This design comes from an exercise in tuning for small area, a short achievable clock period and few clock cycles on the open sky130 flow, not from production work.
The RTL was checked by simulation tests, not by an equivalence proof against the original design.
Power is estimated from default activity; no workload was simulated.

### flow/design.v
module inst_cache #(
  parameter int unsigned INC_BITS = 6
) (
  input  logic        clk,
  input  logic        rst,
  input  logic [15:0] instAddr,
  output logic        hit,
  output logic [15:0] instruction,
  output logic        memReq,
  output logic [15:0] memAddr,
  input  logic [15:0] memData,
  input  logic        memReady
);
  logic [15:0] memAddr_q;
  logic [15:0] same;        
  logic [3:0]  nibNe;       
  logic        notReady;    
  logic        loHit, hiSame;
  ic_xnor16 u_same (.a(memAddr_q), .b(instAddr), .y(same));
  ic_nand4  u_ne0  (.a(same[3:0]),   .y(nibNe[0]));
  ic_nand4  u_ne1  (.a(same[7:4]),   .y(nibNe[1]));
  ic_nand4  u_ne2  (.a(same[11:8]),  .y(nibNe[2]));
  ic_nand4  u_ne3  (.a(same[15:12]), .y(nibNe[3]));
  ic_nrdy   u_nrdy (.rst(rst), .ready(memReady), .y(notReady));
  ic_nor3   u_lo   (.a(nibNe[0]), .b(nibNe[1]), .c(notReady), .y(loHit));
  ic_nor2   u_hi   (.a(nibNe[2]), .b(nibNe[3]), .y(hiSame));
  ic_and2   u_hit  (.a(loHit), .b(hiSame), .y(hit));
  assign instruction = memData;
  assign memReq      = !rst;
  assign memAddr     = memAddr_q;
  always_ff @(posedge clk) begin
    memAddr_q <= {instAddr[15:INC_BITS], instAddr[INC_BITS-1:0] + INC_BITS'(hit)};
  end
endmodule
module ic_xnor16 (
  input  logic [15:0] a,
  input  logic [15:0] b,
  output logic [15:0] y
);
  assign y = ~(a ^ b);
endmodule
module ic_nand4 (
  input  logic [3:0] a,
  output logic       y
);
  assign y = ~&a;
endmodule
module ic_nrdy (
  input  logic rst,
  input  logic ready,
  output logic y
);
  assign y = rst | ~ready;
endmodule
module ic_nor3 (
  input  logic a,
  input  logic b,
  input  logic c,
  output logic y
);
  assign y = ~(a | b | c);
endmodule
module ic_nor2 (
  input  logic a,
  input  logic b,
  output logic y
);
  assign y = ~(a | b);
endmodule
module ic_and2 (
  input  logic a,
  input  logic b,
  output logic y
);
  assign y = a & b;
endmodule
### flow/flow/run.sh
#!/bin/bash
# Standard ORFS layout, with the port buffers inserted as the smallest plain
# buffer (sky130_fd_sc_hd__buf_1) so the resizer can size them like any other
# buffer, and a small clock tree.  make's full output goes to flow_make.log;
# ORFS's per-step logs stay under orfs/logs.
set -euo pipefail
bash standard.sh "BUFFER_PORTS_ARGS=-buffer_cell sky130_fd_sc_hd__buf_1" \
  "CTS_ARGS=-sink_clustering_enable -sink_clustering_size 50 -sink_clustering_max_diameter 500 -buf_list sky130_fd_sc_hd__clkbuf_8 -root_buf sky130_fd_sc_hd__clkbuf_8 -dont_use_dummy_load -repair_clock_nets" \
  finish > flow_make.log 2>&1
### flow/standard.sh
#!/bin/bash
# synth_recipe.tcl (not shown) runs the flow's synth.tcl, then flattens the netlist and writes it again
# the make line also repeats each setting of config.mk as NAME=value (left out here)
make -C /OpenROAD-flow-scripts/flow DESIGN_CONFIG=/design/flow/config.mk WORK_HOME=/design/flow/orfs CLKGATE_MAP_FILE= SYNTH_SCRIPT=/design/flow/synth_recipe.tcl "${@:-finish}"
### flow/config.mk
export PLATFORM = sky130hd
export DESIGN_NAME = inst_cache
export DESIGN_NICKNAME = inst_cache
export VERILOG_FILES = /design/flow/design.v
export SDC_FILE = /design/flow/constraint.sdc
export NUM_CORES = 4
export LEC_CHECK = 0
export CAP_MARGIN = 20
export CORE_AREA = 3 3 87 87
export DIE_AREA = 0 0 90 90
export SETUP_SLACK_MARGIN = 2.3
export SLEW_MARGIN = 20
export SYNTH_HIERARCHICAL = 1
export SYNTH_MINIMUM_KEEP_SIZE = 0
### flow/constraint.sdc
create_clock -name core_clock -period 5.5 [get_ports {clk}]
set_input_delay 1.1000 -clock core_clock [delete_from_list [all_inputs] [get_ports {clk}]]
set_output_delay 1.1000 -clock core_clock [all_outputs]
set_load 0.01 [all_outputs]
==> summary.txt, run 1 <==
Global route
  – First-pass GRT wire length: 2500 um
  – Pin count of the biggest net entering global routing: 9
  – Number of global-route vias before repair: 500
  – Grt total ovfl: 0
  – GR Util All Layers: 0.0407
  – Antenna violations before repair: 0

Logic synthesis
  – Cell count after synthesis: 66
  – Synth Register Bits: 16
  – Sequential share of the synthesized area: 0.444
  – Distinct cell type count after synthesis: 14
  – Synthesized area: 722 um^2
  – Multiplexer area fraction after synthesis: 0
  – Net count after synthesis: 103
  – Post-Synth Adder-Cell Area: 0.0347
  – Main combinational cell family by area after synthesis: XOR/XNOR gates
  – Synth Area in XOR/XNOR: 0.243
  – Synth Area per Inst: 10.9 um^2
  – Synth Area in Compound Gates: 0
  – Synth Area in Simple Gates: 0.107
  – Synth warn: 7

Finish
  – Layout cells sized above 1: 0.157
  – Area grow syn2layout: 27.6%
  – Top Registers: memAddr_q (16)
  – Fin nets: 128
  – Ant diodes: 0
  – Largest Register: memAddr_q
  – Fin area: 921 um^2
  – Largest register FFs: 16
  – Filler cell count: 787

Clock tree
  – Num CTS Buffers: 3
  – Clock Root Buffer: clkbuf_8
  – CTS clk-pin slew, worst paths: 0.06 ns
  – Worst-Skew Late Latency: 0.24 ns
  – Clock Sinks: 16
  – TritonCTS clock tree: built
  – Post-CTS Setup Bufs: 0
  – Cts hold-fix bufs: 0
  – Htree depth: 1
  – Deepest clock path buffer count: 2

Routing
  – DRT antenna net count: 0
  – Routed WL: 1660 um
  – Drt first pass iters: 2
  – Vias per cell: 2.71
  – # DRC: 0
  – Vias: 494
  – DR iter-0 viols: 4
  – WL/cell: 9.09 um

Floorplanning
  – Die Span Y: 90 um
  – Chip Width: 90 um
  – Total I/O pin count: 69
  – Placement Rows: 29
  – Effective utilization at floorplan: 0.109
  – Core area: 6600 um^2
  – Die footprint: 8100 um^2

STA
  – Hold Vio Cnt, Final: 0
  – Fmax: 320 MHz
  – Tightest Pin Transition: 0.202 ns
  – Setup Viol. Count Final: 0
  – Slew headroom: 0.866
  – Crit share post-route: 0.569
  – Max-slew violations: 0
  – Final setup TNS: 0 ns
  – Minimum clock period: 3.13 ns
  – Clk_skew: 0.00487 ns
  – RSZ-0062 raised after global routing: false

Power
  – Comb power frac: 0.132
  – Static Leak: 0.313 nW
  – Reg power frac: 0.517
  – Clock Power Share: 0.352
  – Int Pwr: 0.000187 W
  – Worst VDD drop: 103 uV
  – Switching Fraction: 0.238
  – Post-layout power: 0.000245 W
  – PwrDens: 266 nW/um^2
  – P_sw: 0.0000584 W

Critical path
  – Arrival time worst endpoint: 2.03 ns
  – Worst Setup End Kind: output pin
  – Startpoint types: primary input
  – Crit Reg-Reg Startpoint: memAddr_q[2]
  – Req. time, crit path: 4.40 ns
  – Crit. Startpoint: instAddr[3]
  – CP Class: primary input to output pin
  – CP max FO: 4

Job
  – Max Cap Viol: 0

Hold path
  – Hold Path Class: register to register
  – HP Start: memAddr_q[9]

Place
  – Dpl cell area: 853 um^2
  – DP Wirelength: 1450 um
  – PortBufs: 36
  – Final Wtd Congestion: 0.613

Status
  – Outcome: finished clean
-- logic make-up (layout without fill, tap and decap cells) --
logic type    Yosys count  after routing
xor+xnor               20             20
fa+ha+maj               2              2
flops                  16             16
simple gates           11             11
buf+inv                17             40
-- routing by layer --
metal  share of wire  global-route usage
met3            0.13              0.0309
met2            0.44              0.0641
met5               0                   0
met4          0.0073             0.00255
met1            0.42              0.0459
-- modules after synthesis (local to each module, per instance) --
| module | cell area (um^2) | flops+latches | copies in the design |
|---|---|---|---|
| ic_and2 | 6.26 | 0 | 1 |
| ic_nand4 | 6.26 | 0 | 4 |
| ic_nrdy | 6.26 | 0 | 1 |
| ic_nor3 | 10.0 | 0 | 1 |
| ic_nor2 | 3.75 | 0 | 1 |
| inst_cache | 531 | 16 | 1 |
| ic_xnor16 | 140 | 0 | 1 |
-- per-stage QoR --
stage                     hold WS (ns)  setup WS, ns  std cells  utilization
after floorplan                  0.929          2.71         66            -
after global placement           0.955          2.20        179        0.129
after detailed placement         0.934          2.20        179        0.129
after CTS                        0.941          2.30        182        0.137
after global routing             0.986          2.31        182        0.139
final                            0.906          2.37        182        0.139
-- power groups by stage --
stage	Sequential (W)	Clock, W	Combinational, W
2_1_floorplan	0.000132	0	0.0000249
3_3_place_gp	0.000129	0	0.0000315
3_5_place_dp	0.000129	0	0.0000315
4_1_cts	0.000127	0.0000922	0.0000325
5_1_grt	0.000127	0.0000968	0.0000358
6_report	0.000127	0.0000862	0.0000322
-- critical path, stage by stage --
cell	delay [ns]
buf_2	0.14
xnor2_2	0.15
nand4_1	0.12
nor3_2	0.23
and2_4	0.18
buf_4	0.12
-- synthesized netlist by cell type --
cell type  instances  area share
and3_4             1       0.016
nor3_2             1       0.014
xnor2_1           18        0.22
nand2b_1           1      0.0087
dfxtp_1           16        0.44
xor2_1             2       0.024
nand3_2            1       0.014
ha_1               2       0.035
nand3_1            1      0.0069
inv_1              1      0.0052
buf_4             16        0.17
nand4_1            4       0.035
and2_1             1      0.0087
nor2_1             1      0.0052
-- layout by cell type, fill, tap and decap left out --
cell type   n
buf_4       1
xnor2_1    16
xor2_1      2
nand2b_1    1
nor3_2      1
ha_1        2
buf_2       2
nand3_2     1
nor2_1      1
dfxtp_1    16
and2_4      1
buf_1      31
clkbuf_8    3
and3_4      1
nand4_1     4
inv_1       1
nand3_1     1
clkbuf_2    2
xnor2_2     2
-- final timing paths --
path / endpoint / slack, ns / cells after the start
min reg2reg: memAddr_q[0] / 0.91 / 5
max reg2reg: memAddr_q[4] / 3.74 / 8
min: memAddr_q[0] / 0.91 / 5
max: hit / 2.37 / 6
-- what timing repair did --
item,4_1_cts,5_1_grt
gates resized for setup,4,5
endpoints found under the setup margin,1,1
pin swaps,1,5
-- area by class of cell --
cell class                      count  area (um^2)  share of cell area
Multi-Input combinational cell     33          295               0.321
Sequential cell                    16          320               0.348
Inverter                            1         3.75             0.00408
Tap cell                           93          116               0.126
Clock buffer                        3         41.3              0.0448
Timing Repair Buffer               36          144               0.156
Testbench counts, summed over its fixed seeds: cycles 33,817.
==> run 2, diff against run 1 <==
--- a/flow/design.v
+++ b/flow/design.v
@@ -1,5 +1,5 @@
 module inst_cache #(
-  parameter int unsigned INC_BITS = 6
+  parameter int unsigned INC_BITS = 4
 ) (
   input  logic        clk,
   input  logic        rst,
==> flow/flow/run.sh (replaced) <==
#!/bin/bash
# Standard ORFS layout, with the port buffers inserted as the smallest plain
# buffer (sky130_fd_sc_hd__buf_1) so the resizer can size them like any other
# buffer, and a small clock tree.  make's full output goes to flow_make.log;
# ORFS's per-step logs stay under orfs/logs.
set -euo pipefail
bash standard.sh "BUFFER_PORTS_ARGS=-buffer_cell sky130_fd_sc_hd__buf_1" \
  "CTS_ARGS=-buf_list sky130_fd_sc_hd__clkbuf_8 -root_buf sky130_fd_sc_hd__clkbuf_8 -dont_use_dummy_load -distance_between_buffers 1000" \
  finish > flow_make.log 2>&1
==> run 2 against run 1 <==
Still clean. Register-to-register slack gained 0.26 ns. Clock skew fell by 0.0021 ns. Core utilization fell by 0.85 points. Sequential cell count unchanged. Highest routed layer unchanged.
==> summary.txt, run 2 <==
Status
  – Outcome: finished clean

Finish
  – Most common cell after layout, fill and taps aside: buf_1
  – Largest Register: memAddr_q
  – Fin nets: 124 (-3.1%)
  – Area grow syn2layout: 26.6%
  – Ant diodes: 0 (unchanged)
  – Most frequent cells in the layout: buf_1, xnor2_1, dfxtp_1
  – Largest register FFs: 16 (unchanged)
  – Layout cells sized above 1: 0.0706 (-0.0867)
  – Filler cell count: 779 (-1.0%)
  – Final Core Density: 0.131 (-0.00853)
  – Top Registers: memAddr_q (16)

Global route
  – First-pass GRT wire length: 2390 um (-4.4%)
  – Grt total ovfl: 0 (unchanged)
  – GR Util All Layers: 0.0405 (-0.000196)
  – Antenna violations before repair: 0 (unchanged)
  – Number of global-route vias before repair: 457 (-8.6%)
  – Pin count of the biggest net entering global routing: 9 (unchanged)

STA
  – RSZ-0062 raised after global routing: false
  – Hold Vio Cnt, Final: 0 (unchanged)
  – Tightest Pin Transition: 0.193 ns (-0.00887 ns)
  – Clk_skew: 0.00280 ns (-0.00208 ns)
  – Final setup TNS: 0 ns (unchanged)
  – Fmax: 325 MHz (+1.8%)
  – Max-slew violations: 0 (unchanged)
  – Setup ws final: 2.42 ns (+0.0539 ns)
  – Setup Viol. Count Final: 0 (unchanged)
  – Hold WS: 0.985 ns (+0.0788 ns)
  – Crit share post-route: 0.559 (-0.00981)
  – Minimum clock period: 3.08 ns (-0.0539 ns)
  – Slew headroom: 0.870 (+0.00444)

Logic synthesis
  – Main combinational cell family by area after synthesis: XOR/XNOR gates
  – Multiplexer area fraction after synthesis: 0 (unchanged)
  – Area leader, netlist: dfxtp_1
  – Cell with the most instances after synthesis: xnor2_1
  – Synthesized area: 683 um^2 (-5.4%)
  – Yosys top cell area share: 0.469 (+0.0252)
  – Sequential share of the synthesized area: 0.469 (+0.0252)
  – Top_reg_cell synth: dfxtp_1
  – Cell count after synthesis: 62 (-6.1%)
  – Post-synth top cells: xnor2_1, buf_4, dfxtp_1
  – Synth Area in Compound Gates: 0 (unchanged)
  – Synth Area in Simple Gates: 0.0824 (-0.0250)
  – Number of synthesized flops with an enable pin: 0 (unchanged)
  – Ranking of synthesized cells by area: dfxtp_1, xnor2_1, buf_4
  – Synth warn: 7 (unchanged)
  – Synth Area in XOR/XNOR: 0.231 (-0.0119)
  – Net count after synthesis: 99 (-3.9%)
  – Async set-reset flop share out of synthesis: 0 (unchanged)
  – Synth Area per Inst: 11.0 um^2 (+0.73%)
  – Synth Register Bits: 16 (unchanged)
  – Post-Synth Adder-Cell Area: 0.0366 (+0.00197)
  – Distinct cell type count after synthesis: 12 (-2)

Routing
  – Vias: 440 (-11%)
  – # DRC: 0 (unchanged)
  – DRT antenna net count: 0 (unchanged)
  – DR iter-0 viols: 7 (+3)
  – Drt first pass iters: 2 (unchanged)
  – WL/cell: 8.92 um (-1.9%)
  – Vias per cell: 2.47 (-8.9%)
  – Routed WL: 1590 um (-4.0%)

Clock tree
  – Worst-Skew Late Latency: 0.25 ns (about the same)
  – Clock Sinks: 16 (unchanged)
  – Clock Root Buffer: clkbuf_8
  – Deepest clock path buffer count: 2 (unchanged)
  – CTS clk-pin slew, worst paths: 0.06 ns (about the same)
  – Htree depth: 1 (unchanged)
  – Post-CTS Setup Bufs: 0 (unchanged)
  – TritonCTS clock tree: built
  – Num CTS Buffers: 3 (unchanged)

Floorplanning
  – Placement Rows: 29 (unchanged)
  – Effective utilization at floorplan: 0.103 (-0.00587)
  – Chip Width: 90 um (unchanged)
  – Die footprint: 8100 um^2 (unchanged)
  – Core area: 6600 um^2 (unchanged)
  – Total I/O pin count: 69 (unchanged)
  – Die Span Y: 90 um (unchanged)

Place
  – PortBufs: 36 (unchanged)
  – Worst slack, placed: 2.30 ns (+0.102 ns)
  – Final Wtd Congestion: 0.626 (+2.0%)
  – DP Wirelength: 1380 um (-5.1%)

Job
  – Max Cap Viol: 0 (unchanged)

Power
  – Static Leak: 0.282 nW (-9.9%)
  – Worst VDD drop: 93.1 uV (-9.7%)
  – PwrDens: 285 nW/um^2 (+7.2%)
  – Post-layout power: 0.000247 W (+0.62%)

Critical path
  – Worst Setup End Kind: output pin
  – Req. time, crit path: 4.40 ns (about the same)
  – CP max FO: 2 (-2)
  – CP max stage delay: 0.19 ns (-0.04 ns)
  – Slowest cell on crit path: xnor2_2
  – Arrival time worst endpoint: 1.98 ns (-0.05 ns)
  – Crit-path cells: buf_1, xnor2_2, nand4_1, nor3_2, and2_1, clkbuf_2
  – CP Class: primary input to output pin
  – Startpoint types: primary input

Hold path
  – Hold Path Class: register to register
run 2: cell types whose count changed after synthesis, sizes merged:
| cell | previous run | this run |
|---|---|---|
| xnor2 | 18 | 17 |
| and3 | 1 | 0 |
| xor2 | 2 | 1 |
| nand3 | 2 | 1 |
run 2: stage by stage:
stage	cells	instance area, um^2
finish	178	865
global route	178	865
CTS	178	856
detailed placement	175	815
global placement	175	815
floorplan	62	683
run 2: routing by layer:
metal | wire (um) | GRT usage
met5 | 0 | 0
met3 | 76 | 0.0134
met1 | 733 | 0.0473
met2 | 749 | 0.0647
met4 | 29 | 0.0230
run 2: area by class of cell:
class | count | area (um^2) | area share
sequential | 16 | 320 | 0.370
clock buffer | 3 | 41.3 | 0.0478
multi-input combinational | 29 | 246 | 0.285
timing repair buffer | 36 | 136 | 0.158
tap | 93 | 116 | 0.135
inverter | 1 | 3.75 | 0.00434
run 2: cell families after synthesis:
group / Yosys count
xor+xnor: 18
fa+ha+maj: 2
buf+inv: 17
flops: 16
simple gates: 9
run 2: worst max-delay path: cells and delay by family:
family,cells,cell delay [ns]
xor+xnor,1,0.19
buf+inv,2,0.24
simple gates,3,0.44
run 2: per-module statistics from Yosys, one instance, submodules excluded:
module      area, um^2  copies in the design  cells  flip-flops and latches
ic_and2           6.26                     1      1                       0
ic_nand4          6.26                     4      1                       0
ic_nor2           3.75                     1      1                       0
ic_nor3           10.0                     1      1                       0
ic_nrdy           6.26                     1      1                       0
ic_xnor16          140                     1     16                       0
inst_cache         492                     1     38                      16
run 2: worst paths after layout:
path	startpoint	endpoint	slack, ns	depth (start not counted)
worst min-delay path	memAddr_q[13]	memAddr_q[0]	0.98	5
worst max-delay path	instAddr[5]	hit	2.42	6
worst max register to register	memAddr_q[12]	memAddr_q[2]	4.00	7
worst min register to register	memAddr_q[13]	memAddr_q[0]	0.98	5
run 2: where the power goes:
part           internal, W  switching [W]  leakage (nW)
Clock            0.0000485      0.0000413        0.0216
Combinational    0.0000146      0.0000159         0.126
Sequential        0.000122     0.00000395         0.135
Total             0.000185      0.0000612         0.282
run 2: repair_timing:
| action | CTS | global route |
|---|---|---|
| endpoints found under the setup margin | 0 | 1 |
| hold buffers | 0 | 0 |
| resized for setup | 0 | 2 |
Testbench counts of run 2, summed over its fixed seeds: cycles 34,909.
==> run 3, diff against run 2 <==
--- a/flow/flow/run.sh
+++ b/flow/flow/run.sh
@@ -5,5 +5,5 @@
 # ORFS's per-step logs stay under orfs/logs.
 set -euo pipefail
 bash standard.sh "BUFFER_PORTS_ARGS=-buffer_cell sky130_fd_sc_hd__buf_1" \
-  "CTS_ARGS=-buf_list sky130_fd_sc_hd__clkbuf_8 -root_buf sky130_fd_sc_hd__clkbuf_8 -dont_use_dummy_load -distance_between_buffers 1000" \
+  "CTS_ARGS=-sink_clustering_enable -sink_clustering_size 20 -sink_clustering_max_diameter 1000 -buf_list sky130_fd_sc_hd__clkbuf_8 -root_buf sky130_fd_sc_hd__clkbuf_8 -dont_use_dummy_load -no_insertion_delay" \
   finish > flow_make.log 2>&1
==> run 3 against run 2 <==
Still clean. Setup slack stayed put. Cell area stayed put. Wire length stayed put. Largest cell class unchanged.
==> summary.txt, run 3 <==
Power
  – Comb power frac: 0.124 (about the same)
  – PwrDens: 285 nW/um^2 (unchanged)
  – Switching Fraction: 0.248 (unchanged)
  – Int Pwr: 0.000185 W (unchanged)
  – Clock Power Share: 0.364 (about the same)
  – Post-layout power: 0.000247 W (unchanged)
  – Static Leak: 0.282 nW (unchanged)
  – P_sw: 0.0000612 W (unchanged)
  – Reg power frac: 0.512 (about the same)
  – Worst VDD drop: 93.1 uV (unchanged)

Logic synthesis
  – Top_reg_cell synth: dfxtp_1
  – Cell count after synthesis: 62 (unchanged)
  – Net count after synthesis: 99 (unchanged)
  – Post-synth top cells: xnor2_1, buf_4, dfxtp_1
  – Synth Register Bits: 16 (unchanged)
  – Area leader, netlist: dfxtp_1
  – Sequential share of the synthesized area: 0.469 (unchanged)
  – Synth Area per Inst: 11.0 um^2 (unchanged)
  – Number of synthesized flops with an enable pin: 0 (unchanged)
  – Async set-reset flop share out of synthesis: 0 (unchanged)
  – Yosys top cell area share: 0.469 (unchanged)
  – Synthesized area: 683 um^2 (unchanged)
  – Distinct cell type count after synthesis: 12 (unchanged)
  – Synth warn: 7 (unchanged)
  – Ranking of synthesized cells by area: dfxtp_1, xnor2_1, buf_4
  – Cell with the most instances after synthesis: xnor2_1

Clock tree
  – Post-CTS Setup Bufs: 0 (unchanged)
  – Htree depth: 1 (unchanged)
  – Deepest clock path buffer count: 2 (unchanged)
  – CTS clk-pin slew, worst paths: 0.06 ns (about the same)
  – Num CTS Buffers: 3 (unchanged)
  – Clock Sinks: 16 (unchanged)
  – Cts hold-fix bufs: 0 (unchanged)
  – TritonCTS clock tree: built
  – Worst-Skew Late Latency: 0.25 ns (about the same)
  – Clock Root Buffer: clkbuf_8

STA
  – Tightest Pin Transition: 0.193 ns (unchanged)
  – Slew headroom: 0.870 (unchanged)
  – RSZ-0062 raised after global routing: false
  – Minimum clock period: 3.08 ns (unchanged)
  – Max-slew violations: 0 (unchanged)
  – Setup Viol. Count Final: 0 (unchanged)
  – Crit share post-route: 0.559 (unchanged)
  – Clk_skew: 0.00280 ns (unchanged)
  – Fmax: 325 MHz (unchanged)
  – Hold Vio Cnt, Final: 0 (unchanged)
  – Final setup TNS: 0 ns (unchanged)

Floorplanning
  – Total I/O pin count: 69 (unchanged)
  – Chip Width: 90 um (unchanged)
  – Placement Rows: 29 (unchanged)
  – Core area: 6600 um^2 (unchanged)
  – Effective utilization at floorplan: 0.103 (unchanged)
  – Die Span Y: 90 um (unchanged)
  – Die footprint: 8100 um^2 (unchanged)

Routing
  – # DRC: 0 (unchanged)
  – Vias: 440 (unchanged)
  – DRT antenna net count: 0 (unchanged)
  – WL/cell: 8.92 um (unchanged)
  – Drt first pass iters: 2 (unchanged)
  – Vias per cell: 2.47 (unchanged)
  – DR iter-0 viols: 7 (unchanged)
  – Routed WL: 1590 um (unchanged)

Finish
  – Layout cells sized above 1: 0.0706 (unchanged)
  – Fin nets: 124 (unchanged)
  – Final Core Density: 0.131 (unchanged)
  – Most common cell after layout, fill and taps aside: buf_1
  – Area grow syn2layout: 26.6% (unchanged)
  – Largest register FFs: 16 (unchanged)
  – Largest Register: memAddr_q
  – Ant diodes: 0 (unchanged)
  – Layout Cells excl Fill: 178 (unchanged)
  – Top Registers: memAddr_q (16)
  – Most frequent cells in the layout: buf_1, xnor2_1, dfxtp_1

Place
  – Final Wtd Congestion: 0.626 (unchanged)
  – PortBufs: 36 (unchanged)
  – DP Wirelength: 1380 um (unchanged)
  – Placed insts: 175 (unchanged)

Status
  – Outcome: finished clean

Critical path
  – Startpoint types: primary input
  – Crit-path cells: buf_1, xnor2_2, nand4_1, nor3_2, and2_1, clkbuf_2
  – Worst Setup End Kind: output pin
  – CP max stage delay: 0.19 ns (about the same)
  – CP Class: primary input to output pin
  – Critical path buffers and inverters: 2 (unchanged)
  – CP max FO: 2 (unchanged)
  – Req. time, crit path: 4.40 ns (about the same)
  – CP delay by family, top: simple AND/OR/NAND/NOR gates
  – Arrival time worst endpoint: 1.98 ns (about the same)
  – Slowest cell on crit path: xnor2_2

Hold path
  – Hold Path Class: register to register

Global route
  – First-pass GRT wire length: 2390 um (unchanged)
  – GR Util All Layers: 0.0405 (unchanged)
  – Antenna violations before repair: 0 (unchanged)
  – Number of global-route vias before repair: 457 (unchanged)
  – Pin count of the biggest net entering global routing: 9 (unchanged)
  – Grt total ovfl: 0 (unchanged)

Job
  – Max Cap Viol: 0 (unchanged)
-- run 3: cell counts after synthesis --
Identical to the previous run, type by type.
-- run 3: Yosys stat by module (local to each module, per instance), a selection --
module      times used  flip-flops and latches
ic_nor3              1                       0
ic_nrdy              1                       0
ic_xnor16            1                       0
ic_nand4             4                       0
inst_cache           1                      16
ic_nor2              1                       0
-- run 3: path summary, 6_finish.rpt --
path	to	slack (ns)	startpoint	cells after the start
worst max-delay path	hit	2.42	instAddr[5]	6
worst min-delay path	memAddr_q[0]	0.98	memAddr_q[13]	5
worst max register to register	memAddr_q[2]	4.00	memAddr_q[12]	7
worst min register to register	memAddr_q[0]	0.98	memAddr_q[13]	5
-- run 3: power by group through the flow --
stage / Clock (W) / Sequential, W / Combinational, W
after detailed placement: 0 / 0.000129 / 0.0000309
after CTS: 0.0000984 / 0.000126 / 0.0000311
after global placement: 0 / 0.000129 / 0.0000312
after global routing: 0.000105 / 0.000127 / 0.0000343
after floorplan: 0 / 0.000132 / 0.0000243
final: 0.0000898 / 0.000126 / 0.0000306
-- run 3: cells by family (layout without fill, tap and decap cells) --
| family | count (synthesis) | after routing | synth area share |
|---|---|---|---|
| xor gates and xnor gates | 18 | 18 | 0.231 |
| and+or+nand+nor | 9 | 9 | 0.0824 |
| DFF | 16 | 16 | 0.469 |
| adders and majority gates | 2 | 2 | 0.0366 |
| buffers and inverters | 17 | 40 | 0.181 |
-- run 3: worst reg2reg max path, stage by stage, from the launching register on --
cell and delay (ns):
dfxtp_1 0.32, xnor2_1 0.19, nand4_1 0.14, nor2_1 0.15, and2_1 0.15, ha_1 0.17, ha_1 0.16, xor2_1 0.16
-- run 3: final cells by class --
class | count | area (um^2)
clock buffer | 3 | 41.3
fill | 779 | 5740
inverter | 1 | 3.75
multi-input combinational | 29 | 246
sequential | 16 | 320
tap | 93 | 116
timing repair buffer | 36 | 136
-- run 3: per-layer routing --
metal | routed length [um] | GRT usage | share of wire | up-vias
met2 | 749 | 0.0647 | 0.47 | 21
met3 | 76 | 0.0134 | 0.048 | 2
met4 | 29 | 0.0230 | 0.018 | 0
li1 | - | - | - | 229
met5 | 0 | 0 | 0 | -
met1 | 733 | 0.0473 | 0.46 | 188
-- run 3: timing repair --
item / CTS / global route
resized for setup: 0 / 2
endpoints found under the setup margin: 0 / 1
hold endpoints to repair: 0 / 0
-- run 3: metrics by stage --
step	instance area (um^2)	setup slack, ns	hold slack [ns]
floorplan	683	2.71	0.929
global placement	815	2.29	0.949
detailed placement	815	2.30	0.981
CTS	856	2.30	0.978
global route	865	2.33	0.976
finish	865	2.42	0.985
==> run 4, diff against run 3 <==
==> flow/flow/run.sh (replaced) <==
#!/bin/bash
# Standard ORFS layout, with the port buffers inserted as the smallest plain
# buffer (sky130_fd_sc_hd__buf_1) so the resizer can size them like any other
# buffer, and a small clock tree.  make's full output goes to flow_make.log;
# ORFS's per-step logs stay under orfs/logs.
set -euo pipefail
bash standard.sh "BUFFER_PORTS_ARGS=-buffer_cell sky130_fd_sc_hd__buf_1" \
  "CTS_ARGS=-sink_clustering_enable -sink_clustering_size 16 -sink_clustering_max_diameter 1000 -sink_clustering_levels 0 -buf_list sky130_fd_sc_hd__clkbuf_8 -root_buf sky130_fd_sc_hd__clkbuf_8 -dont_use_dummy_load" \
  finish > flow_make.log 2>&1
==> run 4 against run 3 <==
Combinational power about the same. Cell area is the same. Clock skew stayed put. Synthesized cell count is the same. Sequential share of layout area unchanged. Count of clock-buffer cells in the layout is the same. Global-route usage is the same. Cell count unchanged. Clock power hardly changed. Area after synthesis unchanged. Wire length unchanged. First-iteration DRC count unchanged. Critical path type unchanged. Critical endpoint unchanged.
==> summary.txt, run 4 <==
Logic synthesis
  – Number of synthesized flops with an enable pin: 0 (unchanged)
  – Synth warn: 7 (unchanged)
  – Top_reg_cell synth: dfxtp_1
  – Synth Area in Compound Gates: 0 (unchanged)
  – Cell with the most instances after synthesis: xnor2_1
  – Post-Synth Adder-Cell Area: 0.0366 (unchanged)
  – Synth Area in Simple Gates: 0.0824 (unchanged)
  – Net count after synthesis: 99 (unchanged)
  – Sequential share of the synthesized area: 0.469 (unchanged)
  – Cell count after synthesis: 62 (unchanged)
  – Distinct cell type count after synthesis: 12 (unchanged)
  – Main combinational cell family by area after synthesis: XOR/XNOR gates
  – Post-synth top cells: xnor2_1, buf_4, dfxtp_1
  – Synth Area in XOR/XNOR: 0.231 (unchanged)
  – Area leader, netlist: dfxtp_1
  – Multiplexer area fraction after synthesis: 0 (unchanged)
  – Yosys top cell area share: 0.469 (unchanged)
  – Synthesized area: 683 um^2 (unchanged)
  – Async set-reset flop share out of synthesis: 0 (unchanged)
  – Ranking of synthesized cells by area: dfxtp_1, xnor2_1, buf_4
  – Synth Register Bits: 16 (unchanged)
  – Synth Area per Inst: 11.0 um^2 (unchanged)

Clock tree
  – CTS clk-pin slew, worst paths: 0.06 ns (about the same)
  – Num CTS Buffers: 3 (unchanged)
  – Deepest clock path buffer count: 2 (unchanged)
  – Worst-Skew Late Latency: 0.25 ns (about the same)
  – Htree depth: 1 (unchanged)
  – Clock Root Buffer: clkbuf_8
  – Cts hold-fix bufs: 0 (unchanged)
  – Clock Sinks: 16 (unchanged)
  – TritonCTS clock tree: built

Floorplanning
  – Chip Width: 90 um (unchanged)
  – Die Span Y: 90 um (unchanged)
  – Effective utilization at floorplan: 0.103 (unchanged)
  – Core area: 6600 um^2 (unchanged)
  – Placement Rows: 29 (unchanged)
  – Die footprint: 8100 um^2 (unchanged)
  – Total I/O pin count: 69 (unchanged)

Global route
  – Antenna violations before repair: 0 (unchanged)
  – Number of global-route vias before repair: 457 (unchanged)
  – Pin count of the biggest net entering global routing: 9 (unchanged)
  – GR Util All Layers: 0.0405 (unchanged)
  – Grt total ovfl: 0 (unchanged)
  – First-pass GRT wire length: 2390 um (unchanged)

Critical path
  – Reg2reg path depth: 7 (unchanged)
  – Req. time, crit path: 4.40 ns (about the same)
  – CP max stage delay: 0.19 ns (about the same)
  – Arrival time worst endpoint: 1.98 ns (about the same)
  – Worst Setup End Kind: output pin
  – Slowest cell on crit path: xnor2_2
  – Startpoint types: primary input
  – Critical path buffers and inverters: 2 (unchanged)
  – Crit-path cells: buf_1, xnor2_2, nand4_1, nor3_2, and2_1, clkbuf_2
  – CP max FO: 2 (unchanged)
  – Critical Path Stages: 6 (unchanged)
  – CP Class: primary input to output pin
  – CP delay by family, top: simple AND/OR/NAND/NOR gates

STA
  – Fmax: 325 MHz (unchanged)
  – Hold Vio Cnt, Final: 0 (unchanged)
  – RSZ-0062 raised after global routing: false
  – Hold WS: 0.985 ns (unchanged)
  – Setup ws final: 2.42 ns (unchanged)
  – Crit share post-route: 0.559 (unchanged)
  – Final setup TNS: 0 ns (unchanged)
  – Setup Viol. Count Final: 0 (unchanged)
  – Slew headroom: 0.870 (unchanged)
  – Clk_skew: 0.00280 ns (unchanged)
  – Tightest Pin Transition: 0.193 ns (unchanged)
  – Max-slew violations: 0 (unchanged)
  – Minimum clock period: 3.08 ns (unchanged)

Routing
  – Vias: 440 (unchanged)
  – Vias per cell: 2.47 (unchanged)
  – Routed WL: 1590 um (unchanged)
  – DRT antenna net count: 0 (unchanged)
  – DR iter-0 viols: 7 (unchanged)
  – # DRC: 0 (unchanged)
  – WL/cell: 8.92 um (unchanged)
  – Drt first pass iters: 2 (unchanged)

Job
  – Max Cap Viol: 0 (unchanged)

Finish
  – Top Registers: memAddr_q (16)
  – Fin nets: 124 (unchanged)
  – Layout Cells excl Fill: 178 (unchanged)
  – Footprint of the multi-input gates: 246 um^2 (unchanged)
  – Most common cell after layout, fill and taps aside: buf_1
  – Largest register FFs: 16 (unchanged)
  – Layout cells sized above 1: 0.0706 (unchanged)
  – Largest Register: memAddr_q
  – Ant diodes: 0 (unchanged)
  – Reg area: 320 um^2 (unchanged)
  – Most frequent cells in the layout: buf_1, xnor2_1, dfxtp_1
  – Area grow syn2layout: 26.6% (unchanged)
  – Filler cell count: 779 (unchanged)

Place
  – DP Wirelength: 1380 um (unchanged)
  – PortBufs: 36 (unchanged)
  – Final Wtd Congestion: 0.626 (unchanged)
  – Placed insts: 175 (unchanged)
  – Worst slack, placed: 2.30 ns (unchanged)

Power
  – Static Leak: 0.282 nW (unchanged)
  – Worst VDD drop: 93.1 uV (unchanged)
  – Post-layout power: 0.000247 W (unchanged)
  – PwrDens: 285 nW/um^2 (unchanged)

Status
  – Outcome: finished clean

Hold path
  – Hold depth: 5 (unchanged)
  – Hold Path Class: register to register
run 4: cell counts after synthesis:
Identical to the previous run, type by type.
run 4: final timing paths:
| check | slack, ns | end | from |
|---|---|---|---|
| setup / recovery | 2.42 | hit | instAddr[5] |
| hold / removal | 0.98 | memAddr_q[0] | memAddr_q[13] |
| setup reg to reg | 4.00 | memAddr_q[2] | memAddr_q[12] |
| hold reg to reg | 0.98 | memAddr_q[0] | memAddr_q[13] |
run 4: cell type report:
class | instances | share of cell area
inverters | 1 | 0.00434
flip-flops and latches | 16 | 0.370
well taps | 93 | 0.135
clock buffers | 3 | 0.0478
repair buffers | 36 | 0.158
multi-input cells | 29 | 0.285
run 4: layer usage:
layer | global-route usage | part of all wire
met1 | 0.0473 | 0.46
met2 | 0.0647 | 0.47
met4 | 0.0230 | 0.018
met5 | 0 | 0
met3 | 0.0134 | 0.048
run 4: timing repair:
action | 4_1_cts | 5_1_grt
resized for setup | 0 | 2
setup endpoints to repair | 0 | 1
buffers inserted | 0 | 0
run 4: worst reg2reg max path, stage by stage (launching register included):
cell	delay (ns)
dfxtp_1	0.32
xnor2_1	0.19
nand4_1	0.14
nor2_1	0.15
and2_1	0.15
ha_1	0.17
ha_1	0.16
xor2_1	0.16
run 4: cells by family (layout without fill, tap and decap cells):
family	count (synthesis)	in the layout
adders and majority gates	2	2
DFF	16	16
buffers and inverters	17	40
and+or+nand+nor	9	9
xor gates and xnor gates	18	18
run 4: through the flow:
stage / area, um^2 / utilization
2_1_floorplan: 683 / -
3_3_place_gp: 815 / 0.123
3_5_place_dp: 815 / 0.123
4_1_cts: 856 / 0.130
5_1_grt: 865 / 0.131
6_report: 865 / 0.131
run 4: per-module statistics from Yosys, one instance, submodules excluded:
module,area (um^2),flops+latches,times used,cells
ic_nrdy,6.26,0,1,1
ic_nand4,6.26,0,4,1
ic_xnor16,140,0,1,16
inst_cache,492,16,1,38
ic_and2,6.26,0,1,1
ic_nor2,3.75,0,1,1
ic_nor3,10.0,0,1,1
run 4: power breakdown:
group          switching [W]  internal (W)
registers         0.00000395      0.000122
logic              0.0000159     0.0000146
clock network      0.0000413     0.0000485
==> run 5, diff against run 4 <==
--- a/flow/design.v
+++ b/flow/design.v
@@ -1,5 +1,5 @@
 module inst_cache #(
-  parameter int unsigned INC_BITS = 4
+  parameter int unsigned INC_BITS = 6
 ) (
   input  logic        clk,
   input  logic        rst,
==> flow/flow/run.sh (replaced) <==
#!/bin/bash
# Standard ORFS layout, with the port buffers inserted as the smallest plain
# buffer (sky130_fd_sc_hd__buf_1) so the resizer can size them like any other
# buffer, and a small clock tree.  make's full output goes to flow_make.log;
# ORFS's per-step logs stay under orfs/logs.
set -euo pipefail
bash standard.sh "BUFFER_PORTS_ARGS=-buffer_cell sky130_fd_sc_hd__buf_1" \
  "CTS_ARGS=-sink_clustering_enable -sink_clustering_size 50 -sink_clustering_max_diameter 500 -sink_clustering_levels 1 -buf_list sky130_fd_sc_hd__clkbuf_4 -root_buf sky130_fd_sc_hd__clkbuf_4 -dont_use_dummy_load -repair_clock_nets" \
  finish > flow_make.log 2>&1
==> run 5 against run 4 <==
Still clean. Cell count grew 2.2%. Clock skew is 0.0022 ns higher. Area after synthesis is 5.7% higher. Global-route usage is essentially flat. Non-clock buffer count is the same. First-iteration DRC count is 43% higher. Sequential share of layout area shrank 1.8 points. Sequential cell count unchanged. Hold slack lost 0.076 ns. Setup slack lost 0.037 ns. Wire length increased by 3.6%. Critical endpoint unchanged.
==> summary.txt, run 5 <==
Critical path
  – Startpoint types: primary input
  – CP max FO: 2 (unchanged)
  – Req. time, crit path: 4.40 ns (about the same)
  – Arrival time worst endpoint: 2.01 ns (+0.03 ns)
  – CP Class: primary input to output pin
  – Worst Setup End Kind: output pin

Power
  – Int Pwr: 0.000164 W (-12%)
  – P_sw: 0.0000568 W (-7.2%)
  – Worst VDD drop: 87.4 uV (-6.1%)
  – Reg power frac: 0.574 (+0.062)
  – Clock Power Share: 0.277 (-0.087)
  – Switching Fraction: 0.257 (+0.00918)
  – PwrDens: 243 nW/um^2 (-15%)
  – Comb power frac: 0.149 (+0.025)
  – Static Leak: 0.311 nW (+10%)

Clock tree
  – Clock Sinks: 16 (unchanged)
  – Deepest clock path buffer count: 2 (unchanged)
  – Post-CTS Setup Bufs: 0 (unchanged)
  – TritonCTS clock tree: built
  – Htree depth: 1 (unchanged)
  – Worst-Skew Late Latency: 0.28 ns (+0.03 ns)
  – Clock Root Buffer: clkbuf_4
  – CTS clk-pin slew, worst paths: 0.09 ns (+0.03 ns)
  – Num CTS Buffers: 3 (unchanged)

Finish
  – Area grow syn2layout: 26.0%
  – Layout cells sized above 1: 0.169 (+0.0980)
  – Fin nets: 128 (+3.2%)
  – Largest Register: memAddr_q
  – Largest register FFs: 16 (unchanged)
  – Most frequent cells in the layout: buf_1, dfxtp_1, xnor2_1
  – Ant diodes: 0 (unchanged)
  – Filler cell count: 792 (+1.7%)
  – Top Registers: memAddr_q (16)
  – Most common cell after layout, fill and taps aside: buf_1

Logic synthesis
  – Top_reg_cell synth: dfxtp_1
  – Synth warn: 7 (unchanged)
  – Synth Register Bits: 16 (unchanged)
  – Cell with the most instances after synthesis: xnor2_1
  – Synth Area per Inst: 10.9 um^2 (-0.73%)
  – Synthesized area: 722 um^2 (+5.7%)
  – Area leader, netlist: dfxtp_1
  – Yosys top cell area share: 0.444 (-0.0252)
  – Async set-reset flop share out of synthesis: 0 (unchanged)
  – Sequential share of the synthesized area: 0.444 (-0.0252)
  – Net count after synthesis: 103 (+4.0%)
  – Ranking of synthesized cells by area: dfxtp_1, xnor2_1, buf_4
  – Distinct cell type count after synthesis: 14 (+2)
  – Post-synth top cells: xnor2_1, buf_4, dfxtp_1
  – Number of synthesized flops with an enable pin: 0 (unchanged)
  – Cell count after synthesis: 66 (+6.5%)

Global route
  – Antenna violations before repair: 0 (unchanged)
  – Grt total ovfl: 0 (unchanged)
  – GR Util All Layers: 0.0405 (about the same)
  – Number of global-route vias before repair: 500 (+9.4%)
  – Pin count of the biggest net entering global routing: 9 (unchanged)
  – First-pass GRT wire length: 2500 um (+4.3%)

Routing
  – WL/cell: 9.04 um (+1.3%)
  – Vias: 490 (+11%)
  – # DRC: 0 (unchanged)
  – Routed WL: 1650 um (+3.6%)
  – DRT antenna net count: 0 (unchanged)
  – DR iter-0 viols: 10 (+3)
  – Vias per cell: 2.69 (+8.9%)
  – Drt first pass iters: 2 (unchanged)

Floorplanning
  – Total I/O pin count: 69 (unchanged)
  – Chip Width: 90 um (unchanged)
  – Placement Rows: 29 (unchanged)
  – Die footprint: 8100 um^2 (unchanged)
  – Die Span Y: 90 um (unchanged)
  – Effective utilization at floorplan: 0.109 (+0.00587)
  – Core area: 6600 um^2 (unchanged)

Job
  – Max Cap Viol: 0 (unchanged)

STA
  – Crit share post-route: 0.566 (+0.00671)
  – RSZ-0062 raised after global routing: false
  – Final setup TNS: 0 ns (unchanged)
  – Max-slew violations: 0 (unchanged)
  – Setup Viol. Count Final: 0 (unchanged)
  – Clk_skew: 0.00498 ns (+0.00218 ns)
  – Tightest Pin Transition: 0.202 ns (+0.00887 ns)
  – Minimum clock period: 3.11 ns (+0.0369 ns)
  – Hold Vio Cnt, Final: 0 (unchanged)
  – Hold WS: 0.909 ns (-0.0758 ns)
  – Fmax: 321 MHz (-1.2%)
  – Slew headroom: 0.866 (-0.00444)

Status
  – Outcome: finished clean

Place
  – Final Wtd Congestion: 0.613 (-2.0%)
  – PortBufs: 36 (unchanged)
  – DP Wirelength: 1450 um (+5.3%)

Hold path
  – Hold Path Class: register to register
run 5: cell types whose count changed in the layout (fill, tap and decap cells not counted), sizes merged:
cell / previous run / this run
xnor2: 17 / 18
clkbuf: 4 / 5
buf: 35 / 34
and3: 0 / 1
nand3: 1 / 2
xor2: 1 / 2
run 5: cell type report:
cell class | instances | area, um^2 | area share
Multi-Input combinational cell | 33 | 303 | 0.333
Tap cell | 93 | 116 | 0.128
Sequential cell | 16 | 320 | 0.352
Timing Repair Buffer | 36 | 144 | 0.158
Clock buffer | 3 | 22.5 | 0.0248
Inverter | 1 | 3.75 | 0.00413
run 5: repair_timing:
action,in CTS,in global routing
pin swaps,0,5
setup endpoints to repair,1,1
resized for setup,4,6
hold buffers,0,0
run 5: final timing paths:
path | startpoint | end | slack, ns | cells after the start
min | memAddr_q[9] | memAddr_q[0] | 0.91 | 5
max | instAddr[5] | hit | 2.39 | 6
max reg2reg | memAddr_q[2] | memAddr_q[4] | 3.76 | 8
min reg2reg | memAddr_q[9] | memAddr_q[0] | 0.91 | 5
run 5: through the flow:
stage	utilization	worst slack [ns]	cells	cell area (um^2)	total power [W]
after floorplan	-	2.71	66	722	0.000157
after global placement	0.129	2.20	179	853	0.000160
after detailed placement	0.129	2.20	179	853	0.000161
after CTS	0.134	2.31	182	887	0.000226
after global routing	0.138	2.32	182	910	0.000235
final	0.138	2.39	182	910	0.000221
run 5: critical path, cell delays in order:
cell	delay [ns]
buf_1	0.10
xnor2_1	0.20
nand4_1	0.12
nor3_2	0.20
and2_4	0.17
buf_4	0.12
run 5: kinds of logic after synthesis:
family	Yosys count	synth area share
xor+xnor	20	0.243
flops	16	0.444
simple gates	11	0.107
buf+inv	17	0.172
fa+ha+maj	2	0.0347
run 5: modules after synthesis, one instance, submodules excluded:
| module | cells | times used | cell area (um^2) |
|---|---|---|---|
| ic_nor3 | 1 | 1 | 10.0 |
| ic_and2 | 1 | 1 | 6.26 |
| ic_nrdy | 1 | 1 | 6.26 |
| ic_nand4 | 1 | 4 | 6.26 |
| ic_nor2 | 1 | 1 | 3.75 |
| inst_cache | 42 | 1 | 531 |
| ic_xnor16 | 16 | 1 | 140 |
run 5: power groups by stage:
stage	Sequential [W]	Clock [W]	Combinational (W)
after global routing	0.000127	0.0000714	0.0000363
after detailed placement	0.000129	0	0.0000315
after floorplan	0.000132	0	0.0000249
after global placement	0.000129	0	0.0000315
final	0.000127	0.0000612	0.0000328
after CTS	0.000126	0.0000667	0.0000325
run 5: metal layers:
metal	GRT usage	routed length, um	up-vias
met3	0.0309	226	4
met1	0.0454	671	210
met2	0.0641	734	32
met5	0	0	-
li1	-	-	244
met4	0.00255	12	0
Testbench counts of run 5, summed over its fixed seeds: cycles 33,817.
==> run 6, diff against run 5 <==
==> flow/flow/run.sh (replaced) <==
#!/bin/bash
# Standard ORFS layout, with the port buffers inserted as the smallest plain
# buffer (sky130_fd_sc_hd__buf_1) so the resizer can size them like any other
# buffer.  make's full output goes to flow_make.log; ORFS's per-step logs stay
# under orfs/logs.
set -euo pipefail
bash standard.sh "BUFFER_PORTS_ARGS=-buffer_cell sky130_fd_sc_hd__buf_1" "RECOVER_POWER=100" \
  finish > flow_make.log 2>&1
--- a/flow/config.mk
+++ b/flow/config.mk
@@ -7,6 +7,7 @@
 export LEC_CHECK = 0
 export CAP_MARGIN = 20
 export CORE_AREA = 3 3 87 87
+export CTS_BUF_LIST = sky130_fd_sc_hd__clkbuf_4
 export DIE_AREA = 0 0 90 90
 export SETUP_SLACK_MARGIN = 2.3
 export SLEW_MARGIN = 20
==> run 6 against run 5 <==
Still clean on timing, DRC and antenna. Via count unchanged. Die area unchanged. Non-clock buffer count unchanged. Count of clock-buffer cells in the layout unchanged. Core utilization down 0.38 points. Sequential share of layout area up 1.0 points. Critical path depth unchanged. Area after synthesis unchanged. Cell count unchanged. Register-to-register slack worse by 0.07 ns. Largest power group unchanged. Highest routed layer unchanged.
==> summary.txt, run 6 <==
STA
  – Fmax: 301 MHz (-6.3%)
  – Setup ws final: 2.18 ns (-0.208 ns)
  – Crit share post-route: 0.604 (+0.0378)
  – Final setup TNS: 0 ns (unchanged)
  – Max-slew violations: 0 (unchanged)
  – Clk_skew: 0.00528 ns (+0.000309 ns)
  – Hold Vio Cnt, Final: 0 (unchanged)
  – Tightest Pin Transition: 0.249 ns (+0.0477 ns)
  – RSZ-0062 raised after global routing: false
  – Setup Viol. Count Final: 0 (unchanged)
  – Minimum clock period: 3.32 ns (+0.208 ns)
  – Slew headroom: 0.834 (-0.0323)

Global route
  – Pin count of the biggest net entering global routing: 9 (unchanged)
  – GRT busiest layer: met2
  – Grt met1 use: 0.0454 (unchanged)
  – First-pass GRT wire length: 2500 um (unchanged)
  – Number of global-route vias before repair: 500 (unchanged)
  – M3 GR Usage: 0.0309 (unchanged)
  – Met2 usage: 0.0641 (unchanged)
  – Grt total ovfl: 0 (unchanged)
  – Antenna violations before repair: 0 (unchanged)
  – GR Util All Layers: 0.0405 (unchanged)

Job
  – Max Cap Viol: 0 (unchanged)

Clock tree
  – Cts hold-fix bufs: 0 (unchanged)
  – Num CTS Buffers: 3 (unchanged)
  – Clock Sinks: 16 (unchanged)
  – Post-CTS Setup Bufs: 0 (unchanged)
  – TritonCTS clock tree: built
  – Clock Root Buffer: clkbuf_4
  – CTS clk-pin slew, worst paths: 0.09 ns (about the same)
  – Htree depth: 1 (unchanged)
  – Deepest clock path buffer count: 2 (unchanged)
  – Worst-Skew Late Latency: 0.28 ns (about the same)

Power
  – Int Pwr: 0.000163 W (-0.35%)
  – Worst VDD drop: 85.9 uV (-1.7%)
  – Reg power frac: 0.576 (+0.002)
  – Comb power frac: 0.145 (-0.004)
  – P_sw: 0.0000561 W (-1.2%)
  – Switching Fraction: 0.256 (-0.00171)
  – Static Leak: 0.298 nW (-4.2%)
  – PwrDens: 248 nW/um^2 (+2.2%)
  – Clock Power Share: 0.278 (about the same)

Status
  – Outcome: finished clean

Hold path
  – Hold Path Class: register to register

Finish
  – Largest Register: memAddr_q
  – Top Registers: memAddr_q (16)
  – Most frequent cells in the layout: buf_1, xnor2_1, dfxtp_1
  – Most common cell after layout, fill and taps aside: buf_1
  – Fin nets: 128 (unchanged)
  – Area grow syn2layout: 22.5%
  – Layout cells sized above 1: 0.101 (-0.0674)
  – Fin area: 885 um^2 (-2.8%)
  – Largest register FFs: 16 (unchanged)
  – Final Core Density: 0.134 (-0.00379)
  – Ant diodes: 0 (unchanged)

Floorplanning
  – Core area: 6600 um^2 (unchanged)
  – Placement Rows: 29 (unchanged)
  – Die footprint: 8100 um^2 (unchanged)
  – Effective utilization at floorplan: 0.109 (unchanged)
  – Chip Width: 90 um (unchanged)
  – Die Span Y: 90 um (unchanged)
  – Total I/O pin count: 69 (unchanged)

Routing
  – Vias: 490 (unchanged)
  – DRT antenna net count: 0 (unchanged)
  – Drt first pass iters: 2 (unchanged)
  – Routed WL: 1640 um (about the same)
  – DR iter-0 viols: 9 (-1)
  – Vias per cell: 2.69 (unchanged)
  – WL/cell: 9.03 um (about the same)
  – # DRC: 0 (unchanged)

Logic synthesis
  – Synth Register Bits: 16 (unchanged)
  – Area leader, netlist: dfxtp_1
  – Top_reg_cell synth: dfxtp_1
  – Post-synth top cells: xnor2_1, buf_4, dfxtp_1
  – Distinct cell type count after synthesis: 14 (unchanged)
  – Synth Area per Inst: 10.9 um^2 (unchanged)
  – Cell count after synthesis: 66 (unchanged)
  – Yosys top cell area share: 0.444 (unchanged)
  – Ranking of synthesized cells by area: dfxtp_1, xnor2_1, buf_4
  – Async set-reset flop share out of synthesis: 0 (unchanged)
  – Cell with the most instances after synthesis: xnor2_1
  – Synth warn: 7 (unchanged)
  – Synthesized area: 722 um^2 (unchanged)
  – Number of synthesized flops with an enable pin: 0 (unchanged)
  – Net count after synthesis: 103 (unchanged)
  – Sequential share of the synthesized area: 0.444 (unchanged)

Critical path
  – Slowest cell on crit path: nor3_1
  – CP most frequent cell: clkbuf_1
  – Crit-path cells: clkbuf_1, xnor2_1, nand4_1, nor3_1, and2_0, clkbuf_1
  – Startpoint types: primary input
  – CP delay by family, top: simple AND/OR/NAND/NOR gates
  – Arrival time worst endpoint: 2.22 ns (+0.21 ns)
  – CP max stage delay: 0.24 ns (+0.04 ns)
  – Worst Setup End Kind: output pin
  – CP Class: primary input to output pin
  – CP max FO: 4 (+2)
  – Req. time, crit path: 4.40 ns (about the same)
  – Critical path buffers and inverters: 2 (unchanged)

Place
  – Dpl cell area: 853 um^2 (unchanged)
  – DP Wirelength: 1450 um (unchanged)
  – Worst slack, placed: 2.20 ns (unchanged)
  – PortBufs: 36 (unchanged)
  – Final Wtd Congestion: 0.613 (unchanged)
## run 6: changes by cell type in the layout (fill, tap and decap cells not counted), sizes merged
cell	delta
clkbuf	+2
buf	-2
## run 6: layout make-up
class / count / area [um^2]
fill: 792 / 5720
inverter: 1 / 3.75
timing repair buffer: 36 / 139
clock buffer: 3 / 22.5
tap: 93 / 116
multi-input combinational: 33 / 283
sequential: 16 / 320
## run 6: per-stage QoR
stage / total power [W] / hold slack [ns] / cells
after floorplan: 0.000157 / 0.929 / 66
after global placement: 0.000160 / 0.955 / 179
after detailed placement: 0.000161 / 0.934 / 179
after CTS: 0.000226 / 0.933 / 182
after global routing: 0.000234 / 0.930 / 182
final: 0.000219 / 0.948 / 182
## run 6: power by group through the flow
stage               combinational (W)  clock [W]  sequential, W
floorplan                   0.0000249          0       0.000132
global placement            0.0000315          0       0.000129
detailed placement          0.0000315          0       0.000129
CTS                         0.0000325  0.0000667       0.000126
global route                0.0000354  0.0000714       0.000127
finish                      0.0000319  0.0000610       0.000126
## run 6: per-module statistics from Yosys, one instance, submodules excluded
module,area (um^2),cells inside
ic_and2,6.26,1
inst_cache,531,42
ic_nrdy,6.26,1
ic_nor2,3.75,1
ic_nand4,6.26,1
ic_xnor16,140,16
ic_nor3,10.0,1
## run 6: logic make-up after synthesis
group,count (synthesis),share of synthesized area
fa+ha+maj,2,0.0347
simple gates,11,0.107
xor+xnor,20,0.243
flops,16,0.444
buf+inv,17,0.172
## run 6: worst register-to-register path, stage by stage, from the launching register on
cell and delay (ns):
dfxtp_1 0.33, xnor2_1 0.20, nand4_1 0.11, nor3_1 0.24, and2_0 0.20, ha_1 0.19, ha_1 0.20, nand3_1 0.12
xnor2_1 0.14
## run 6: what timing repair did
item,CTS,global route
endpoints found under the setup margin,1,1
hold endpoints to repair,0,0
pin swaps,0,5
resized for setup,4,6
## run 6: path summary, 6_finish.rpt
kind / from / end / slack [ns] / depth (start not counted)
worst min-delay path: memAddr_q[9] / memAddr_q[0] / 0.95 / 5
worst max register to register: memAddr_q[3] / memAddr_q[4] / 3.69 / 8
worst min register to register: memAddr_q[9] / memAddr_q[0] / 0.95 / 5
worst max-delay path: instAddr[3] / hit / 2.18 / 6
## run 6: routing by layer
metal / part of all wire / vias to the layer above
li1: - / 243
met1: 0.41 / 211
met2: 0.45 / 32
met3: 0.13 / 4
met4: 0.0073 / 0
met5: 0 / -
==> run 7, diff against run 6 <==
--- a/flow/flow/run.sh
+++ b/flow/flow/run.sh
@@ -4,5 +4,5 @@
 # buffer.  make's full output goes to flow_make.log; ORFS's per-step logs stay
 # under orfs/logs.
 set -euo pipefail
-bash standard.sh "BUFFER_PORTS_ARGS=-buffer_cell sky130_fd_sc_hd__buf_1" "RECOVER_POWER=100" \
+bash standard.sh "BUFFER_PORTS_ARGS=-buffer_cell sky130_fd_sc_hd__buf_1" "MATCH_CELL_FOOTPRINT=0" \
   finish > flow_make.log 2>&1
==> run 7 against run 6 <==
Sequential power about the same. Setup slack better by 0.18 ns. Largest power group unchanged. Synthesized cell count unchanged. Cell area up 2.5%. Wire length up 0.73%. Area after synthesis unchanged. Sequential share of layout area down 0.90 points. Via count up 0.20%.
==> summary.txt, run 7 <==
Logic synthesis
  – Yosys top cell area share: 0.444 (unchanged)
  – Synth Area per Inst: 10.9 um^2 (unchanged)
  – Post-Synth Adder-Cell Area: 0.0347 (unchanged)
  – Synth Area in XOR/XNOR: 0.243 (unchanged)
  – Synth Area in Simple Gates: 0.107 (unchanged)
  – Async set-reset flop share out of synthesis: 0 (unchanged)
  – Cell count after synthesis: 66 (unchanged)
  – Synth Register Bits: 16 (unchanged)
  – Multiplexer area fraction after synthesis: 0 (unchanged)
  – Sequential share of the synthesized area: 0.444 (unchanged)
  – Cell with the most instances after synthesis: xnor2_1
  – Net count after synthesis: 103 (unchanged)
  – Distinct cell type count after synthesis: 14 (unchanged)
  – Area leader, netlist: dfxtp_1
  – Synthesized area: 722 um^2 (unchanged)
  – Top_reg_cell synth: dfxtp_1
  – Ranking of synthesized cells by area: dfxtp_1, xnor2_1, buf_4
  – Synth warn: 7 (unchanged)
  – Number of synthesized flops with an enable pin: 0 (unchanged)
  – Synth Area in Compound Gates: 0 (unchanged)
  – Main combinational cell family by area after synthesis: XOR/XNOR gates
  – Post-synth top cells: xnor2_1, buf_4, dfxtp_1

STA
  – Setup Viol. Count Final: 0 (unchanged)
  – Minimum clock period: 3.14 ns (-0.182 ns)
  – Clk_skew: 0.00606 ns (+0.000771 ns)
  – Hold Vio Cnt, Final: 0 (unchanged)
  – Fmax: 319 MHz (+5.8%)
  – Crit share post-route: 0.570 (-0.0332)
  – Tightest Pin Transition: 0.202 ns (-0.0477 ns)
  – Final setup TNS: 0 ns (unchanged)
  – RSZ-0062 raised after global routing: false
  – Max-slew violations: 0 (unchanged)
  – Slew headroom: 0.866 (+0.0323)

Power
  – PwrDens: 243 nW/um^2 (-2.1%)
  – Worst VDD drop: 86.8 uV (+1.0%)
  – Static Leak: 0.312 nW (+4.6%)

Critical path
  – Worst Setup End Kind: output pin
  – Reg2reg path depth: 8 (unchanged)
  – CP max FO: 3 (-1)
  – Req. time, crit path: 4.40 ns (about the same)
  – Arrival time worst endpoint: 2.04 ns (-0.18 ns)
  – CP Class: primary input to output pin
  – Crit-path cells: clkbuf_2, xnor2_2, nand4_1, nor3_2, and2_4, buf_2
  – CP max stage delay: 0.22 ns (-0.02 ns)
  – Slowest cell on crit path: nor3_2
  – Startpoint types: primary input

Global route
  – Pin count of the biggest net entering global routing: 9 (unchanged)
  – Antenna violations before repair: 0 (unchanged)
  – Grt total ovfl: 0 (unchanged)
  – Grt met1 use: 0.0454 (unchanged)
  – GR Util All Layers: 0.0405 (unchanged)
  – GRT busiest layer: met2
  – M3 GR Usage: 0.0309 (unchanged)
  – Met2 usage: 0.0641 (unchanged)
  – First-pass GRT wire length: 2500 um (unchanged)
  – Number of global-route vias before repair: 500 (unchanged)

Routing
  – WL/cell: 9.10 um (+0.73%)
  – Drt first pass iters: 2 (unchanged)
  – DR iter-0 viols: 14 (+5)
  – # DRC: 0 (unchanged)
  – DRT antenna net count: 0 (unchanged)
  – Vias per cell: 2.70 (+0.20%)
  – Routed WL: 1660 um (+0.73%)
  – Vias: 491 (+0.20%)

Clock tree
  – Post-CTS Setup Bufs: 0 (unchanged)
  – Deepest clock path buffer count: 2 (unchanged)
  – Htree depth: 1 (unchanged)
  – Num CTS Buffers: 3 (unchanged)
  – Clock Root Buffer: clkbuf_4
  – Clock Sinks: 16 (unchanged)
  – TritonCTS clock tree: built
  – CTS clk-pin slew, worst paths: 0.09 ns (about the same)
  – Worst-Skew Late Latency: 0.28 ns (about the same)

Floorplanning
  – Die footprint: 8100 um^2 (unchanged)
  – Placement Rows: 29 (unchanged)
  – Total I/O pin count: 69 (unchanged)
  – Chip Width: 90 um (unchanged)
  – Effective utilization at floorplan: 0.109 (unchanged)
  – Die Span Y: 90 um (unchanged)
  – Core area: 6600 um^2 (unchanged)

Finish
  – Fin nets: 128 (unchanged)
  – Area grow syn2layout: 25.6%
  – Filler cell count: 796 (+0.51%)
  – Top Registers: memAddr_q (16)
  – Largest Register: memAddr_q
  – Layout cells sized above 1: 0.169 (+0.0674)
  – Most frequent cells in the layout: buf_1, dfxtp_1, xnor2_1
  – Fin area: 907 um^2 (+2.5%)
  – Ant diodes: 0 (unchanged)
  – Most common cell after layout, fill and taps aside: buf_1
  – Largest register FFs: 16 (unchanged)

Job
  – Max Cap Viol: 0 (unchanged)

Place
  – Final Wtd Congestion: 0.613 (unchanged)
  – Dpl cell area: 853 um^2 (unchanged)
  – DP Wirelength: 1450 um (unchanged)
  – PortBufs: 36 (unchanged)

Hold path
  – Hold Path Class: register to register
  – Hold depth: 5 (unchanged)

Status
  – Outcome: finished clean
## run 7: cell counts after synthesis
No cell type changed its count.
## run 7: worst paths after layout
kind | startpoint | to | slack, ns
worst min register to register | memAddr_q[9] | memAddr_q[0] | 0.91
worst max register to register | memAddr_q[7] | memAddr_q[4] | 3.74
worst min-delay path | memAddr_q[9] | memAddr_q[0] | 0.91
worst max-delay path | instAddr[4] | hit | 2.36
## run 7: repair_timing
item / CTS / global route
hold buffers: 0 / 0
endpoints found under the setup margin: 1 / 1
pin swaps: 1 / 3
gates resized for setup: 4 / 6
gates cloned: 0 / 0
## run 7: metrics by stage
| stage | setup WS, ns | hold slack [ns] | util | power, W | cells |
|---|---|---|---|---|---|
| floorplan | 2.71 | 0.929 | - | 0.000157 | 66 |
| global placement | 2.20 | 0.955 | 0.129 | 0.000160 | 179 |
| detailed placement | 2.20 | 0.934 | 0.129 | 0.000161 | 179 |
| CTS | 2.30 | 0.933 | 0.134 | 0.000226 | 182 |
| global route | 2.31 | 0.930 | 0.137 | 0.000235 | 182 |
| finish | 2.36 | 0.909 | 0.137 | 0.000220 | 182 |
## run 7: power by group
part | total (W) | switching (W) | leakage, nW | internal [W]
sequential | 0.000127 | 0.00000440 | 0.135 | 0.000122
clock | 0.0000608 | 0.0000354 | 0.0138 | 0.0000254
combinational | 0.0000330 | 0.0000167 | 0.163 | 0.0000163
## run 7: kinds of logic (layout without fill, tap and decap cells)
family / Yosys count / after routing
simple gates: 11 / 11
flops: 16 / 16
xor+xnor: 20 / 20
fa+ha+maj: 2 / 2
buf+inv: 17 / 40
## run 7: cell type report
class	instances	area, um^2	area share
Clock buffer	3	22.5	0.0248
Inverter	1	3.75	0.00414
Multi-Input combinational cell	33	303	0.334
Sequential cell	16	320	0.353
Tap cell	93	116	0.128
Timing Repair Buffer	36	141	0.156
## run 7: modules after synthesis (local to each module, per instance)
module	area (um^2)	times used
ic_xnor16	140	1
ic_nand4	6.26	4
inst_cache	531	1
ic_and2	6.26	1
ic_nor2	3.75	1
ic_nor3	10.0	1
ic_nrdy	6.26	1
## run 7: routing by layer
layer	up-vias	share of wire
met5	-	0
met4	0	0.0072
met3	4	0.13
met2	32	0.44
met1	214	0.42
li1	241	-
## run 7: worst max-delay path: cells and delay by family
family,cells,cell delay [ns]
xor gates and xnor gates,1,0.16
buffers and inverters,2,0.26
and+or+nand+nor,3,0.51

## afterwards: timing with drivers on the ports
The flow's constraints put no driver on any port. The routed layouts listed below were extracted and timed again, unchanged, in two steps. Step 1, drivers: a clkbuf_16 drives clk and a buf_2 each remaining input, both assumed. Step 2 moves the port delays by t, midway between the first and last clock arrival at a register: inputs arrive t later, outputs are due t later. That takes back most of the time a late clock gives input paths. Slacks: ideal ports / drivers / drivers and shift; pairs: ideal ports / drivers.
run	t (ns)	slack for setup (ns)	clock arrival spread, ns	worst register clock-pin slew, ns	worst data-port slew with drivers (ns)
run 1	0.265	2.371 / 2.346 / 2.346	0.005 / 0.005	0.06 / 0.06	0.07
run 2	0.270	2.424 / 2.405 / 2.405	0.003 / 0.002	0.07 / 0.07	0.06
run 3	0.270	2.424 / 2.405 / 2.405	0.003 / 0.002	0.07 / 0.07	0.06
run 4	0.270	2.424 / 2.405 / 2.405	0.003 / 0.002	0.07 / 0.07	0.06
run 5	0.298	2.388 / 2.362 / 2.362	0.005 / 0.005	0.09 / 0.09	0.07
run 6	0.298	2.180 / 2.152 / 2.152	0.005 / 0.005	0.09 / 0.09	0.07
run 7	0.298	2.362 / 2.339 / 2.339	0.006 / 0.006	0.09 / 0.09	0.07
After both steps setup and hold are still met in every run listed. The setup slack of run 6, which loses most, moves by -0.028 ns with the drivers and by -0.028 ns with both steps.
